This design comes from an exercise in tuning for small area and a short achievable clock period on the open sky130 flow, not from production work.
The RTL was checked by simulation tests, not by an equivalence proof against the original design.
Power figures rest on the tool's default switching activity, not on a simulated workload.

Setup of run 1:
Design processor, start of the top module:
module processor (
   input  logic        clk,
   input  logic        rst_n,
   input  logic        boot_done,
   output logic [11:0] status,
   output logic [15:0] instr_ptr,
   input  logic        instr_valid,
   input  logic [31:0] cur_instr,
   output logic        cache_wr_en,
   output logic [15:0] cache_wr_addr,
   output logic [15:0] cache_wr_data,
   input  logic        cache_wr_done,
   output logic        cache_rd_en,
   output logic [15:0] cache_rd_addr,
   input  logic [15:0] cache_rd_data,
   input  logic        cache_rd_done
);
Size: roughly 1700 cells after synthesis, roughly 380 flip-flops, roughly 130 I/O pins, roughly 0.019 mm2 of cells after synthesis.
clock: 7.0 ns
lec_check: 0
cap_margin: 20
core_margin: 2
core_utilization: 70
cts_buf_list: sky130_fd_sc_hd__clkbuf_16
cts_cluster_diameter: 60
cts_cluster_size: 30
place_density: 0.75
setup_slack_margin: 3.6
slew_margin: 20
standard.sh (not shown) runs the stock make flow with config.mk's settings and CLKGATE_MAP_FILE= SYNTH_SCRIPT=/design/flow/synth_recipe.tcl, a recipe that flattens the netlist after the stock synthesis.
==> flow/flow/run.sh <==
#!/bin/bash
# Layout flow: the standard flow (standard.sh) with its standard
# synthesis, unchanged except that the port buffers are plain buffers
# (buf_1) instead of the delay cells buffer_ports picks by default.
# make's output goes to flow_make.log in this folder; each ORFS step keeps
# its own full log under orfs/logs/.
set -euo pipefail
export BUFFER_PORTS_ARGS="-buffer_cell sky130_fd_sc_hd__buf_1"
bash standard.sh finish > flow_make.log 2>&1
test -s out/final.def
Run 1 has completed all stages; timing, DRC and antenna checks passed.
Inputs modified between run 1 and run 2:
==> flow/flow/run.sh <==
#!/bin/bash
# Layout flow: the standard flow (standard.sh) with its standard
# synthesis, unchanged except that the port buffers are plain buffers
# (buf_2) instead of the delay cells buffer_ports picks by default.
# make's output goes to flow_make.log in this folder; each ORFS step keeps
# its own full log under orfs/logs/.
set -euo pipefail
export BUFFER_PORTS_ARGS="-buffer_cell sky130_fd_sc_hd__buf_2"
bash standard.sh finish > flow_make.log 2>&1
test -s out/final.def
diff --git a/flow/config.mk b/flow/config.mk
--- a/flow/config.mk
+++ b/flow/config.mk
@@ -9,3 +9,3 @@
 export CORE_MARGIN = 2
-export CORE_UTILIZATION = 70
+export CORE_UTILIZATION = 60
 export CTS_BUF_LIST = sky130_fd_sc_hd__clkbuf_16
@@ -14,3 +14,3 @@
 export PLACE_DENSITY = 0.75
-export SETUP_SLACK_MARGIN = 3.6
+export SETUP_SLACK_MARGIN = 3.5
 export SLEW_MARGIN = 20
### Flow results
Run 1 -> run 2: number of nets in the final layout flat
Compared to run 1, run 2 has pre-CTS setup slack 110 ps higher.
Summary of run 2 over run 1: count of inserted tapcells now sits higher; count of input and output buffers now sits at about the same level; mean instance size in the synthesized netlist now sits at about the same level; number of antenna violations at the first check in global routing now sits higher; clock network fraction of design power now sits at about the same level.
Number of distinct library cells after synthesis: run 2 vs run 1 identical
Total of flip-flops plus latches after synthesis: run 1 vs run 2 — no meaningful difference
Modified inputs, run 3 compared to run 2
==> flow/flow/run.sh <==
#!/bin/bash
# Layout flow: the standard flow (standard.sh) with its standard
# synthesis, unchanged except that the port buffers are plain buffers
# (buf_1) instead of the delay cells buffer_ports picks by default.
# make's output goes to flow_make.log in this folder; each ORFS step keeps
# its own full log under orfs/logs/.
set -euo pipefail
export BUFFER_PORTS_ARGS="-buffer_cell sky130_fd_sc_hd__buf_1"
bash standard.sh finish > flow_make.log 2>&1
test -s out/final.def
diff --git a/flow/config.mk b/flow/config.mk
--- a/flow/config.mk
+++ b/flow/config.mk
@@ -9,3 +9,3 @@
 export CORE_MARGIN = 2
-export CORE_UTILIZATION = 60
+export CORE_UTILIZATION = 65
 export CTS_BUF_LIST = sky130_fd_sc_hd__clkbuf_16
## What came out
- Where overall power of the completed layout is concerned, run 2 is outperformed by run 3.
- met1 global-route usage on run 3 is up relative to run 2.
- Compared run 3 vs run 2, and number of clock buffers in the layout is up in run 3.
- Compared to run 2, the routing of run 3 uses less wire.
- Diff run 2 -> run 3 | proportion of final cell area spent on non-clock buffers | decrease of 0.77 points
- Compared with run 2, run 3 shows worst hold-check slack higher by 6.9 ps.
- Side by side, worst setup slack after layout turned out lower in run 3 than in run 2.

what the ideal ports hide:
How much do the figures lean on ideal ports? The routed layouts below were timed once more, with nothing changed but the port constraints.
Step 1, drivers: a clkbuf_16 drives clk and a buf_2 each remaining input, both assumed.
Step 2 times the ports against the registers' clock, not the clock port: input delays grow and output delays shrink by t, the midpoint of the rising clock arrivals with the driver on.
Slacks: no drivers / after step 1 / after step 2; pairs: no drivers / after step 1.
run | t, ns | setup slack, ns | worst slew at a driven data input, ns | cell pins on the clock port's net
run 1 | 0.635 | 3.643 / 3.635 / 3.032 | 0.09 | 1
run 2 | 0.641 | 3.411 / 3.438 / 2.797 | 0.08 | 1
run 3 | 0.624 | 3.407 / 3.437 / 2.813 | 0.08 | 1
After both steps setup and hold are still met in every run listed. For run 2, which loses most, drivers alone change the setup slack by +0.027 ns; drivers and shift together by -0.614 ns.
